What follows belongs to an exercise in optimizing a design on an open flow for small area and few clock cycles; a production flow would make more cautious choices.
In this exercise RTL edits were held to simulation tests only and were not proved equivalent to the original.
No activity file was given, so power comes from the tool's default toggle rates.

==> flow/design.v <==
module sha256_feeder (
    input  logic         clk,
    input  logic         rst,
    input  logic         in_valid,
    output logic         in_ready,
    input  logic [31:0]  in_data,
    input  logic         in_last,
    input  logic [2:0]   in_bytes,
    output logic         core_rst_n,
    output logic         core_calcu_en,
    output logic [31:0]  core_word,
    input  logic         core_calcu_rdy,
    output logic         core_read_en,
    input  logic [31:0]  core_word_out,
    output logic [255:0] digest,
    output logic         digest_valid
);
    typedef enum logic [1:0] {CRST, IDLE, SEND, READ} state_t;
    state_t             state;
    logic [15:0][31:0]  fb;          
    logic [15:0]        fv;          
    logic [15:0]        ld;          
    logic [3:0]         cnt;         
    logic [29:0]        wc;          
    logic [1:0]         lb;          
    logic               last_seen;   
    logic               mk_done;     
    logic               fin_q;       
    logic               lenfit_q;    
    logic [223:0]       dig_sr;
    logic               dv;
    logic full, compact, start_ok, go, sending, pop, push, store;
    logic fin, tail, marker, lenfit_now, rd_last;
    assign full    = &fv;
    assign compact = &(fv[14:0] | ~fv[15:1]);
    assign start_ok = last_seen ? compact : full;
    assign go      = (state == IDLE) && start_ok && core_calcu_rdy;
    assign sending = go || (state == SEND);
    assign pop     = sending && fv[0];
    assign in_ready = !last_seen && !full;
    assign push     = in_valid && in_ready;
    assign store    = push && (in_bytes != 3'd0);
    assign fin    = (state == SEND) ? fin_q : last_seen;
    assign tail   = fin && fv[0] && !fv[1] && (lb != 2'd0);
    assign marker = fin && !fv[0] && !mk_done;
    assign lenfit_now = mk_done || ((lb == 2'd0) ? !fv[13] : !fv[14]);
    assign rd_last = (state == READ) && cnt[3];
    assign core_rst_n    = !((state == CRST) || rd_last);
    assign core_calcu_en = go;
    assign core_read_en  = (state == READ) && !cnt[3] && core_calcu_rdy;
    assign digest_valid  = dv;
    always_comb begin
        if (fv[0]) begin
            core_word = fb[0];
            if (tail) begin
                case (lb)
                    2'd1:    core_word = {fb[0][31:24], 24'h80_0000};
                    2'd2:    core_word = {fb[0][31:16], 16'h8000};
                    default: core_word = {fb[0][31:8], 8'h80};
                endcase
            end
        end else if (marker) begin
            core_word = 32'h8000_0000;
        end else if (fin_q && lenfit_q && (state == SEND) && (cnt[3:1] == 3'b111)) begin
            core_word = cnt[0] ? {wc[26:0], lb, 3'b0} : {29'b0, wc[29:27]};
        end else begin
            core_word = 32'h0;
        end
    end
    always_comb begin
        ld[0] = !fv[0] || pop;
        for (int i = 1; i < 16; i++) ld[i] = !fv[i] || ld[i-1];
    end
    always_ff @(posedge clk) begin
        if (rst) begin
            state     <= CRST;
            fv        <= '0;
            cnt       <= '0;
            wc        <= '0;
            lb        <= '0;
            last_seen <= 1'b0;
            mk_done   <= 1'b0;
            fin_q     <= 1'b0;
            lenfit_q  <= 1'b0;
            dv        <= 1'b0;
            digest    <= '0;
        end else begin
            dv <= 1'b0;
            for (int i = 0; i < 15; i++) if (ld[i]) fv[i] <= fv[i+1];
            if (ld[15]) fv[15] <= store;
            if (push) begin
                if (in_bytes[2]) wc <= wc + 30'd1;
                if (in_last) begin
                    last_seen <= 1'b1;
                    lb        <= in_bytes[1:0];
                end
            end
            if (sending && (tail || marker)) mk_done <= 1'b1;
            case (state)
                CRST: state <= IDLE;
                IDLE: begin
                    cnt <= 4'd0;
                    if (go) begin
                        state    <= SEND;
                        cnt      <= 4'd1;
                        fin_q    <= last_seen;
                        lenfit_q <= lenfit_now;
                    end
                end
                SEND: begin
                    cnt <= cnt + 4'd1;
                    if (cnt == 4'd15) begin
                        if (fin_q && lenfit_q) begin
                            state     <= READ;
                            cnt       <= 4'd0;
                            last_seen <= 1'b0;
                            mk_done   <= 1'b0;
                            wc        <= '0;
                        end else begin
                            state <= IDLE;
                        end
                    end
                end
                READ: begin
                    if (core_read_en) cnt <= cnt + 4'd1;
                    if (cnt[3]) begin
                        digest <= {dig_sr, core_word_out};
                        dv     <= 1'b1;
                        state  <= IDLE;
                    end
                end
                default: state <= CRST;
            endcase
        end
    end
    always_ff @(posedge clk) begin
        for (int i = 0; i < 15; i++) if (ld[i]) fb[i] <= fb[i+1];
        if (ld[15]) fb[15] <= in_data;
        dig_sr <= {dig_sr[191:0], core_word_out};
    end
endmodule
Settings: LEC_CHECK=0, CAP_MARGIN=20, CORE_MARGIN=2, CORE_UTILIZATION=70, SLEW_MARGIN=20; clock period 5.0 ns.
standard.sh (not shown) runs the stock make flow with config.mk's settings and CLKGATE_MAP_FILE= SYNTH_SCRIPT=/design/flow/synth_recipe.tcl, a recipe that flattens the netlist after the stock synthesis.
==> flow/flow/run.sh <==
#!/bin/bash
# Standard layout, with plain buf_1 port buffers and no CTS dummy loads.
set -euo pipefail
export BUFFER_PORTS_ARGS="-buffer_cell sky130_fd_sc_hd__buf_1"
export CTS_ARGS="-sink_clustering_enable -repair_clock_nets -dont_use_dummy_load -buf_list sky130_fd_sc_hd__clkbuf_8 -sink_clustering_size 16 -sink_clustering_max_diameter 60"
bash standard.sh > standard.log 2>&1
Testbench counts at the start, summed over its fixed seeds: cycles 30,671.
Edit:
--- a/flow/design.v
+++ b/flow/design.v
@@ -27,17 +27,17 @@
     logic               mk_done;     
     logic               fin_q;       
     logic               lenfit_q;    
-    logic [223:0]       dig_sr;
     logic               dv;
     logic full, compact, start_ok, go, sending, pop, push, store;
-    logic fin, tail, marker, lenfit_now, rd_last;
+    logic fin, tail, marker, lenfit_now, rd_last, brk;
     assign full    = &fv;
     assign compact = &(fv[14:0] | ~fv[15:1]);
     assign start_ok = last_seen ? compact : full;
     assign go      = (state == IDLE) && start_ok && core_calcu_rdy;
     assign sending = go || (state == SEND);
     assign pop     = sending && fv[0];
-    assign in_ready = !last_seen && !full;
+    assign brk      = (state == READ);
+    assign in_ready = !last_seen && (brk ? !(&fv[15:7]) : !full);
     assign push     = in_valid && in_ready;
     assign store    = push && (in_bytes != 3'd0);
     assign fin    = (state == SEND) ? fin_q : last_seen;
@@ -68,8 +68,10 @@
         end
     end
     always_comb begin
-        ld[0] = !fv[0] || pop;
-        for (int i = 1; i < 16; i++) ld[i] = !fv[i] || ld[i-1];
+        ld[0] = !fv[0] || pop || brk;
+        for (int i = 1; i < 7; i++) ld[i] = !fv[i] || ld[i-1];
+        ld[7] = !fv[7] || (ld[6] && !brk);
+        for (int i = 8; i < 16; i++) ld[i] = !fv[i] || ld[i-1];
     end
     always_ff @(posedge clk) begin
         if (rst) begin
@@ -86,7 +88,9 @@
             digest    <= '0;
         end else begin
             dv <= 1'b0;
-            for (int i = 0; i < 15; i++) if (ld[i]) fv[i] <= fv[i+1];
+            for (int i = 0; i < 6; i++) if (ld[i]) fv[i] <= fv[i+1];
+            if (ld[6]) fv[6] <= fv[7] && !brk;
+            for (int i = 7; i < 15; i++) if (ld[i]) fv[i] <= fv[i+1];
             if (ld[15]) fv[15] <= store;
             if (push) begin
                 if (in_bytes[2]) wc <= wc + 30'd1;
@@ -124,7 +128,8 @@
                 READ: begin
                     if (core_read_en) cnt <= cnt + 4'd1;
                     if (cnt[3]) begin
-                        digest <= {dig_sr, core_word_out};
+                        digest <= {fb[0], fb[1], fb[2], fb[3], fb[4], fb[5], fb[6],
+                                   core_word_out};
                         dv     <= 1'b1;
                         state  <= IDLE;
                     end
@@ -134,8 +139,7 @@
         end
     end
     always_ff @(posedge clk) begin
-        for (int i = 0; i < 15; i++) if (ld[i]) fb[i] <= fb[i+1];
+        for (int i = 0; i < 15; i++) if (ld[i]) fb[i] <= (i == 6 && brk) ? core_word_out : fb[i+1];
         if (ld[15]) fb[15] <= in_data;
-        dig_sr <= {dig_sr[191:0], core_word_out};
     end
 endmodule
Total power falls by 18%. Combinational power rises by 32%. Sequential cell count falls by 224. Synthesized area falls by 12%. Synthesized cell count falls by 7.2%. Maximum frequency falls by 5.1%. Setup slack gets worse by 220 ps. Design area falls by 12%. Sequential power falls by 18%. Core utilization rises by 0.23 points. Routed wire length rises by 16%. Global-route usage rises by 6.8 points.
Testbench counts after the change, summed over its fixed seeds: cycles 32,924.

[port drivers added, routing unchanged]
The flow's constraints put no driver on any port. The routed layouts listed below were extracted and timed again, unchanged, in two steps. Step 1, drivers: a clkbuf_16 drives clk and a buf_2 each remaining input, both assumed. Step 2 times the ports against the registers' clock, not the clock port: input delays grow and output delays shrink by t, the midpoint of the rising clock arrivals with the driver on. Three values: ideal ports, drivers, drivers and shift; two values: the first two.
| run | t (ns) | setup WS [ns] | hold WS [ns] | worst setup path after step 2 | slew at the worst register clock pin (ns) |
|---|---|---|---|---|---|
| the first run | 0.685 | 0.852 / 0.801 / 1.486 | 0.332 / 0.332 / 0.332 | register to output | 0.10 / 0.10 |
| the second run | 0.717 | 0.627 / 0.574 / 1.291 | 0.395 / 0.395 / 0.395 | register to output | 0.11 / 0.11 |
After both steps setup and hold are still met in every run listed.
